Background: an optimization exercise with open tools, aiming at small area. Do not read the settings as production practice. Where RTL was checked, it was by simulation tests only, not by an equivalence proof against the original.

Setup of old:
==> flow/design.v (excerpt) <==
module pdm_capture_pipeline #(
  parameter int CHANNELS   = 4,
  parameter int CIC_ORDER  = 3,
  parameter int CIC_DELAY  = 1,
  parameter int ACC_WIDTH  = 32,
  parameter int PCM_WIDTH  = 16,
  parameter int FIFO_DEPTH = 8,
  localparam int CH_W  = (CHANNELS > 1) ? $clog2(CHANNELS) : 1,
  localparam int CNT_W = $clog2(FIFO_DEPTH) + 1
) (
  input  logic                 clk_i,
  input  logic                 rst_n_i,
  input  logic                 clk_en_i,
  input  logic                 pdm_i,
  input  logic                 pdm_valid_i,
  input  logic [CH_W-1:0]      pdm_channel_i,
  input  logic [6:0]           decimation_i,
  input  logic [4:0]           norm_shift_i,
  input  logic [15:0]          gain_i,
  output logic [PCM_WIDTH-1:0] pcm_o,
  output logic [CH_W-1:0]      pcm_channel_o,
  output logic                 pcm_valid_o,
  input  logic                 pcm_ready_i,
  output logic [CNT_W-1:0]     fifo_count_o,
  output logic                 overflow_o,
  input  logic                 clear_overflow_i
);
export LEC_CHECK = 0
export ABC_AREA = 1
export CAP_MARGIN = 20
export CORE_MARGIN = 2
export CORE_UTILIZATION = 40
export CTS_BUF_LIST = sky130_fd_sc_hd__clkbuf_8
export CTS_CLUSTER_DIAMETER = 60
export CTS_CLUSTER_SIZE = 16
export PLACE_DENSITY = 0.75
export SLEW_MARGIN = 20
export SYNTH_HIERARCHICAL = 1
export SYNTH_MINIMUM_KEEP_SIZE = 0
create_clock -name core_clock -period 11.0 [get_ports {clk_i}]
standard.sh (not shown) runs the stock make flow with config.mk's settings and CLKGATE_MAP_FILE= SYNTH_SCRIPT=/design/flow/synth_recipe.tcl, a recipe that flattens the netlist after the stock synthesis.
==> flow/flow/run.sh <==
#!/bin/bash
# The standard layout (standard.sh: the standard synthesis, then ORFS to finish) with three
# changes:
#  - Yosys's ABC technology mapping uses flow/abc_area.script (area-oriented &nf mapping, with
#    no buffering or sizing: the layout's repair steps size and buffer the netlist); the
#    ORFS scripts are copied to scripts_area/ with only that file replaced;
#  - the port buffers that global placement inserts are the smallest buffer cell;
#  - clock tree synthesis inserts no dummy loads.
# Each make run's full output goes to its own log here; ORFS keeps each step's log under
# orfs/logs/.
set -euo pipefail
rm -rf scripts_area
cp -r "$FLOW_HOME/scripts" scripts_area
cp flow/abc_area.script scripts_area/abc_area.script
export BUFFER_PORTS_ARGS="-buffer_cell sky130_fd_sc_hd__buf_1"
export CTS_ARGS="-sink_clustering_enable -repair_clock_nets -sink_clustering_size 16 -sink_clustering_max_diameter 60 -buf_list sky130_fd_sc_hd__clkbuf_8 -dont_use_dummy_load"
bash standard.sh SCRIPTS_DIR="$PWD/scripts_area" synth > flow_synth.log 2>&1
bash standard.sh finish > flow_make.log 2>&1
==> flow/flow/abc_area.script <==
strash
&get -n
&st
&dch
&nf -R 200
&put
topo
stime -c
old went all the way through synthesis, placement and routing and the layout is clean on timing, DRC and antenna.
Inputs modified between old and new:
diff --git a/flow/config.mk b/flow/config.mk
--- a/flow/config.mk
+++ b/flow/config.mk
@@ -9,8 +9,9 @@
 export CAP_MARGIN = 20
 export CORE_MARGIN = 2
-export CORE_UTILIZATION = 40
+export CORE_UTILIZATION = 50
 export CTS_BUF_LIST = sky130_fd_sc_hd__clkbuf_8
 export CTS_CLUSTER_DIAMETER = 60
 export CTS_CLUSTER_SIZE = 16
+export GPL_ROUTABILITY_DRIVEN = 0
 export PLACE_DENSITY = 0.75
 export SLEW_MARGIN = 20
==> run summary <==
Comparing global-route wire length before repair for old and new, the bigger number came from old. Relative to old, the via count of the first global-routing pass measured on new has increased slightly.

---

the reference run:
pdm_capture_pipeline, a different RTL version from the one above (not shown whole).
Size: roughly 2,800 cells after synthesis, roughly 520 flip-flops, roughly 61 I/O pins, about 31,000 um2 of cells after synthesis.
export LEC_CHECK = 0
export ABC_AREA = 1
export CAP_MARGIN = 20
export CORE_MARGIN = 2
export CORE_UTILIZATION = 40
export CTS_BUF_LIST = sky130_fd_sc_hd__clkbuf_16
export CTS_CLUSTER_DIAMETER = 100
export CTS_CLUSTER_SIZE = 30
export SLEW_MARGIN = 20
export SYNTH_HIERARCHICAL = 1
export SYNTH_MINIMUM_KEEP_SIZE = 0
create_clock -name core_clock -period 11.0 [get_ports {clk_i}]
run.sh (not shown) runs the stock make flow with config.mk's settings and CLKGATE_MAP_FILE= SYNTH_SCRIPT=/design/flow/synth_recipe.tcl, a recipe that flattens the netlist after the stock synthesis.
Stock flow here: none of the scripts above is used.
The inputs of the trial run differ from those of the reference run as listed below.
# the reference run
export LEC_CHECK = 0
export ABC_AREA = 1
export CAP_MARGIN = 20
export CORE_MARGIN = 2
export CORE_UTILIZATION = 40
export CTS_BUF_LIST = sky130_fd_sc_hd__clkbuf_16
export CTS_CLUSTER_DIAMETER = 100
export CTS_CLUSTER_SIZE = 30
export SLEW_MARGIN = 20
export SYNTH_HIERARCHICAL = 1
export SYNTH_MINIMUM_KEEP_SIZE = 0
create_clock -name core_clock -period 11.0 [get_ports {clk_i}]
# the trial run
export LEC_CHECK = 0
export ABC_AREA = 1
export CAP_MARGIN = 5
export CORE_MARGIN = 2
export CORE_UTILIZATION = 60
export CTS_BUF_LIST = sky130_fd_sc_hd__clkbuf_8
export CTS_CLUSTER_DIAMETER = 60
export CTS_CLUSTER_SIZE = 16
export SLEW_MARGIN = 5
export SYNTH_HIERARCHICAL = 1
export SYNTH_MINIMUM_KEEP_SIZE = 0
create_clock -name core_clock -period 11.0 [get_ports {clk_i}]
--- outcome ---
- No run among the reference run and the trial run stopped early or left any final violation; all are clean.
- Total CTS buffers for the trial run is higher than for the reference run.
- Going from the reference run to the trial run, transition time at the pin with the least slew margin rose by 0.069 ns, number of cells on the critical path dropped 2, area occupied by multi-input gates held, fmax up about 0.56%.
- Taking the reference run as the reference, in the trial run setup slack after layout moved up.
Function was not checked in any run of this note: the RTL went through the layout flow alone.

---

Setup of try-violet:
pdm_capture_pipeline, a different RTL version from the one above (not shown whole).
Size in the first run: about 2800 cells after synthesis, roughly 520 flip-flops, roughly 61 I/O pins.
Settings: LEC_CHECK=0, ABC_AREA=1, CAP_MARGIN=20, CORE_MARGIN=2, CORE_UTILIZATION=40, CTS_BUF_LIST=sky130_fd_sc_hd__clkbuf_8, CTS_CLUSTER_DIAMETER=60, CTS_CLUSTER_SIZE=16, SLEW_MARGIN=20, SYNTH_HIERARCHICAL=1, SYNTH_MINIMUM_KEEP_SIZE=0; clock period 11.0 ns.
Here is what was changed in the inputs of try-pepper compared with try-violet.
==> flow/flow/run.sh (new file) <==
#!/bin/bash
# The standard layout (standard.sh: the standard synthesis, then ORFS to finish) with three
# changes:
#  - Yosys's ABC technology mapping uses flow/abc_area.script (area-oriented &nf mapping, with
#    no buffering or sizing: the layout's repair steps size and buffer the netlist); the
#    ORFS scripts are copied to scripts_area/ with only that file replaced;
#  - the port buffers that global placement inserts are the smallest buffer cell;
#  - clock tree synthesis inserts no dummy loads.
# Each make run's full output goes to its own log here; ORFS keeps each step's log under
# orfs/logs/.
set -euo pipefail
rm -rf scripts_area
cp -r "$FLOW_HOME/scripts" scripts_area
cp flow/abc_area.script scripts_area/abc_area.script
export BUFFER_PORTS_ARGS="-buffer_cell sky130_fd_sc_hd__buf_1"
export CTS_ARGS="-sink_clustering_enable -repair_clock_nets -sink_clustering_size 16 -sink_clustering_max_diameter 60 -buf_list sky130_fd_sc_hd__clkbuf_8 -dont_use_dummy_load"
bash standard.sh SCRIPTS_DIR="$PWD/scripts_area" synth > flow_synth.log 2>&1
bash standard.sh finish > flow_make.log 2>&1
==> flow/flow/abc_area.script (new file) <==
strash
&get -n
&st
&dch
&nf -R 200
&put
topo
stime -c
==> flow/standard.sh (new file) <==
#!/bin/bash
# synth_recipe.tcl (not shown) runs the flow's synth.tcl, then flattens the netlist and writes it again
# the make line also repeats each setting of config.mk as NAME=value (left out here)
make -C /OpenROAD-flow-scripts/flow DESIGN_CONFIG=/design/flow/config.mk WORK_HOME=/design/flow/orfs CLKGATE_MAP_FILE= SYNTH_SCRIPT=/design/flow/synth_recipe.tcl "${@:-finish}"
removed: flow/run.sh
## What came out
Delta (try-pepper minus try-violet): signed area change from the synthesized netlist to the final layout has increased, number of distinct library cell variants in the gate-level netlist after synthesis lost 8, maximum number of buffers from clock root to sink flat, final critical delay including setup and external delays now larger.
The fraction of the yosys area taken by sequential cells of try-pepper is higher than that of try-violet.
Maximum frequency | try-pepper below try-violet
Looking at via count across try-violet and try-pepper, the one that comes out lower is try-pepper.
Clock slew at the register clock pins of the worst setup and hold paths: try-violet vs try-pepper, no meaningful difference
The lower layout net count of try-violet and try-pepper is in try-pepper.
Input changes introduced in try-garnet (baseline for comparison: try-pepper):
==> flow/flow/run.sh <==
#!/bin/bash
# The standard layout (the standard.sh: standard synthesis, then ORFS to finish), with the
# port buffers that global placement inserts made the smallest buffer cell instead of the
# default choice. Make's full output goes to flow_make.log here; ORFS keeps each step's log
# under orfs/logs/.
set -euo pipefail
export BUFFER_PORTS_ARGS="-buffer_cell sky130_fd_sc_hd__buf_1"
bash standard.sh finish > flow_make.log 2>&1
removed: flow/flow/abc_area.script
Highest fanout seen on the critical path, try-garnet and try-pepper: smaller value in try-garnet
From try-pepper to try-garnet the numbers moved as follows: via count higher, fraction of the mapped netlist area in simple logic gates higher, wire length on met3 lower, instance area at placement higher.
## Diff of input files: try-sierra against try-garnet
==> flow/flow/run.sh <==
#!/bin/bash
# The standard layout (standard.sh: the standard synthesis, then ORFS to finish) with four
# changes:
#  - Yosys's ABC technology mapping uses flow/abc_area.script (area-oriented &nf mapping, with
#    no buffering or sizing: the layout's repair steps size and buffer the netlist); the
#    ORFS scripts are copied to scripts_area/ with only that file replaced;
#  - the port buffers that global placement inserts are the smallest buffer cell;
#  - clock tree synthesis inserts no dummy loads;
#  - after global routing, power recovery downsizes cells on paths with slack to spare.
# Each make run's full output goes to its own log here; ORFS keeps each step's log under
# orfs/logs/.
set -euo pipefail
rm -rf scripts_area
cp -r "$FLOW_HOME/scripts" scripts_area
cp flow/abc_area.script scripts_area/abc_area.script
export RECOVER_POWER=100
export BUFFER_PORTS_ARGS="-buffer_cell sky130_fd_sc_hd__buf_1"
export CTS_ARGS="-sink_clustering_enable -repair_clock_nets -sink_clustering_size 16 -sink_clustering_max_diameter 60 -buf_list sky130_fd_sc_hd__clkbuf_8 -dont_use_dummy_load"
bash standard.sh SCRIPTS_DIR="$PWD/scripts_area" synth > flow_synth.log 2>&1
bash standard.sh finish > flow_make.log 2>&1
==> flow/flow/abc_area.script (new file) <==
strash
&get -n
&st
&dch
&nf -R 200
&put
topo
stime -c
### Flow results
From the logs: try-sierra reached the end of the flow and failed the layout checks with max-capacitance violations, max-slew violations.
The run showing the smaller met1 usage in global routing is try-garnet.
Looking at most common cell after layout, fill and taps aside, the sky130_fd_sc_hd__nand2_1 result is from try-garnet; the sky130_fd_sc_hd__edfxtp_1 one comes from try-sierra.
The run with more setup slack is try-garnet; try-sierra has less.
Between try-sierra and try-garnet, it is try-sierra whose worst-case hold slack is lower, by 0.087 ns.
Compared to try-garnet, try-sierra was floorplanned on a smaller die.
The ratio of cells with drive above 1 in the final layout was comparable across try-garnet and try-sierra.
Going from try-garnet to try-sierra, the growth of design area from synthesis to finish was found to have gone up by 2.0 points.
Against try-garnet as the reference, try-sierra delivers a higher detail-routed via count per cell.
### try-sierra -> try-yarrow
diff --git a/flow/flow/run.sh b/flow/flow/run.sh
--- a/flow/flow/run.sh
+++ b/flow/flow/run.sh
@@ -2 +2 @@
-# The standard layout (standard.sh: the standard synthesis, then ORFS to finish) with four
+# The standard layout (standard.sh: the standard synthesis, then ORFS to finish) with three
@@ -8,2 +8 @@
-#  - clock tree synthesis inserts no dummy loads;
-#  - after global routing, power recovery downsizes cells on paths with slack to spare.
+#  - clock tree synthesis inserts no dummy loads.
@@ -16 +14,0 @@
-export RECOVER_POWER=100
diff --git a/flow/config.mk b/flow/config.mk
--- a/flow/config.mk
+++ b/flow/config.mk
@@ -14,0 +15 @@
+export PLACE_DENSITY = 0.75
Results
Via-per-instance ratio: try-yarrow vs try-sierra up 0.063
try-yarrow ended up with a higher largest net degree at the start of global routing than try-sierra did.
try-yarrow -> try-sierra: area of the core delta 0, exact match
First-pass GRT wire length (lower): try-yarrow
try-yarrow was carried through to the last stage, and its layout satisfied the timing, DRC and antenna checks.
Against try-sierra, try-yarrow reports a non-clock buffer count that is lower.
On final worst-path setup slack, try-yarrow does worse than try-sierra.
try-sierra ended up with r_na[1] as its launch point of the critical path; try-yarrow ended up with r_na[0].
Relative to try-yarrow, the following input files were edited for try-willow:
==> flow/run.sh (new file) <==
#!/bin/bash
# synth_recipe.tcl (not shown) runs the flow's synth.tcl, then flattens the netlist and writes it again
# the make line also repeats each setting of config.mk as NAME=value (left out here)
make -C /OpenROAD-flow-scripts/flow DESIGN_CONFIG=/design/flow/config.mk WORK_HOME=/design/flow/orfs CLKGATE_MAP_FILE= SYNTH_SCRIPT=/design/flow/synth_recipe.tcl finish
diff --git a/flow/config.mk b/flow/config.mk
--- a/flow/config.mk
+++ b/flow/config.mk
@@ -15 +15 @@
-export PLACE_DENSITY = 0.75
+export GPL_TIMING_DRIVEN = 0
removed: flow/flow/run.sh
removed: flow/flow/abc_area.script
removed: flow/standard.sh
--- outcome ---
Looking only at number of nets in the layout, and setting everything else aside, the higher value of try-yarrow and try-willow goes to try-willow.
In try-willow, the synthesized cell count came out 621 above the value in try-yarrow.
Looking only at clock network contribution to total cell area, and setting everything else aside, the lower value of try-yarrow and try-willow goes to try-yarrow.
Diff try-yarrow -> try-willow: setup slack at placement went down by 0.13 ns, global-route usage went up by 2.4 points, maximum frequency went up by 0.00070 GHz.

---

Starting RTL as in the previous note.
==> flow/design.v (excerpt) <==
module pdm_capture_pipeline #(
  parameter int CHANNELS   = 4,
  parameter int CIC_ORDER  = 3,
  parameter int CIC_DELAY  = 1,
  parameter int ACC_WIDTH  = 32,
  parameter int PCM_WIDTH  = 16,
  parameter int FIFO_DEPTH = 8,
  localparam int CH_W  = (CHANNELS > 1) ? $clog2(CHANNELS) : 1,
  localparam int CNT_W = $clog2(FIFO_DEPTH) + 1
) (
  input  logic                 clk_i,
  input  logic                 rst_n_i,
  input  logic                 clk_en_i,
  input  logic                 pdm_i,
  input  logic                 pdm_valid_i,
  input  logic [CH_W-1:0]      pdm_channel_i,
  input  logic [6:0]           decimation_i,
  input  logic [4:0]           norm_shift_i,
  input  logic [15:0]          gain_i,
  output logic [PCM_WIDTH-1:0] pcm_o,
  output logic [CH_W-1:0]      pcm_channel_o,
  output logic                 pcm_valid_o,
  input  logic                 pcm_ready_i,
  output logic [CNT_W-1:0]     fifo_count_o,
  output logic                 overflow_o,
  input  logic                 clear_overflow_i
);
Settings: LEC_CHECK=0, ABC_AREA=1, CAP_MARGIN=0, CORE_MARGIN=2, CORE_UTILIZATION=40, CTS_BUF_LIST=sky130_fd_sc_hd__clkbuf_8, CTS_CLUSTER_DIAMETER=60, CTS_CLUSTER_SIZE=16, PLACE_DENSITY=0.75, SLEW_MARGIN=0, SYNTH_HIERARCHICAL=1, SYNTH_MINIMUM_KEEP_SIZE=0; clock period 11.0 ns.
standard.sh (not shown) runs the stock make flow with config.mk's settings and CLKGATE_MAP_FILE= SYNTH_SCRIPT=/design/flow/synth_recipe.tcl, a recipe that flattens the netlist after the stock synthesis.
==> flow/flow/run.sh <==
#!/bin/bash
# The standard layout (standard.sh: the standard synthesis, then ORFS to finish) with three
# changes:
#  - Yosys's ABC technology mapping uses flow/abc_area.script (area-oriented &nf mapping, with
#    no buffering or sizing: the layout's repair steps size and buffer the netlist); the
#    ORFS scripts are copied to scripts_area/ with only that file replaced;
#  - the port buffers that global placement inserts are the smallest buffer cell;
#  - clock tree synthesis inserts no dummy loads.
# Each make run's full output goes to its own log here; ORFS keeps each step's log under
# orfs/logs/.
set -euo pipefail
rm -rf scripts_area
cp -r "$FLOW_HOME/scripts" scripts_area
cp flow/abc_area.script scripts_area/abc_area.script
export BUFFER_PORTS_ARGS="-buffer_cell sky130_fd_sc_hd__buf_1"
export CTS_ARGS="-sink_clustering_enable -repair_clock_nets -sink_clustering_size 16 -sink_clustering_max_diameter 60 -buf_list sky130_fd_sc_hd__clkbuf_8 -dont_use_dummy_load"
bash standard.sh SCRIPTS_DIR="$PWD/scripts_area" synth > flow_synth.log 2>&1
bash standard.sh finish > flow_make.log 2>&1
==> flow/flow/abc_area.script <==
strash
&get -n
&st
&dch
&nf -R 200
&put
topo
stime -c
==> next run, changes <==
--- a/flow/flow/run.sh
+++ b/flow/flow/run.sh
@@ -14,5 +14,5 @@
 cp flow/abc_area.script scripts_area/abc_area.script
 export BUFFER_PORTS_ARGS="-buffer_cell sky130_fd_sc_hd__buf_1"
-export CTS_ARGS="-sink_clustering_enable -repair_clock_nets -sink_clustering_size 16 -sink_clustering_max_diameter 60 -buf_list sky130_fd_sc_hd__clkbuf_8 -dont_use_dummy_load"
+export CTS_ARGS="-sink_clustering_enable -repair_clock_nets -sink_clustering_size 20 -sink_clustering_max_diameter 50 -buf_list sky130_fd_sc_hd__clkbuf_8 -dont_use_dummy_load"
 bash standard.sh SCRIPTS_DIR="$PWD/scripts_area" synth > flow_synth.log 2>&1
 bash standard.sh finish > flow_make.log 2>&1
--- a/flow/config.mk
+++ b/flow/config.mk
@@ -7,5 +7,5 @@
 export LEC_CHECK = 0
 export ABC_AREA = 1
-export CAP_MARGIN = 0
+export CAP_MARGIN = 20
 export CORE_MARGIN = 2
 export CORE_UTILIZATION = 40
@@ -13,6 +13,5 @@
 export CTS_CLUSTER_DIAMETER = 60
 export CTS_CLUSTER_SIZE = 16
-export PLACE_DENSITY = 0.75
-export SLEW_MARGIN = 0
+export SLEW_MARGIN = 20
 export SYNTH_HIERARCHICAL = 1
 export SYNTH_MINIMUM_KEEP_SIZE = 0
- wire length rose by 2.9%
- hold slack got worse by 0.13 ns

port drivers added, routing unchanged:
No port has a modelled driver above. Below, the same layouts with a new extraction and two added sets of constraints.
Step 1 sets driving cells, clkbuf_16 on the clock port and buf_2 on the other inputs (assumed; they add their load-dependent delay and slew).
Step 2, shift: input delay + t, output delay - t, t = (earliest + latest rising clock arrival at the registers) / 2. This alone moves slack from input paths to output paths.
a / b / c = no drivers / after step 1 / after step 2; a / b = the first two.
run | t, ns | slack for setup (ns) | clock arrival spread, ns | worst register clock-pin slew, ns
old | 0.651 | 0.338 / 0.338 / 0.338 | 0.119 / 0.119 | 0.10 / 0.10
new | 0.642 | 0.323 / 0.323 / 0.323 | 0.097 / 0.098 | 0.10 / 0.10
the reference run | 0.630 | 0.428 / 0.428 / 0.382 | 0.034 / 0.034 | 0.11 / 0.11
the trial run | 0.704 | 0.487 / 0.487 / 0.414 | 0.045 / 0.045 | 0.10 / 0.10
try-violet | 0.698 | 0.476 / 0.476 / 0.401 | 0.051 / 0.051 | 0.10 / 0.10
try-pepper | 0.672 | 0.341 / 0.341 / 0.341 | 0.103 / 0.103 | 0.10 / 0.10
try-garnet | 0.686 | 0.518 / 0.518 / 0.518 | 0.049 / 0.049 | 0.11 / 0.11
try-sierra | 0.673 | 0.322 / 0.322 / 0.322 | 0.106 / 0.105 | 0.10 / 0.10
try-yarrow | 0.667 | 0.316 / 0.316 / 0.224 | 0.114 / 0.114 | 0.10 / 0.10
try-willow | 0.720 | 0.395 / 0.395 / 0.177 | 0.045 / 0.045 | 0.11 / 0.11
the first run of note 4 | 0.667 | 0.316 / 0.316 / 0.224 | 0.114 / 0.114 | 0.10 / 0.10
the second run of note 4 | 0.683 | 0.489 / 0.489 / 0.346 | 0.148 / 0.148 | 0.12 / 0.12
For try-willow, which loses most, drivers alone change the setup slack by 0.000 ns; drivers and shift together by -0.218 ns.
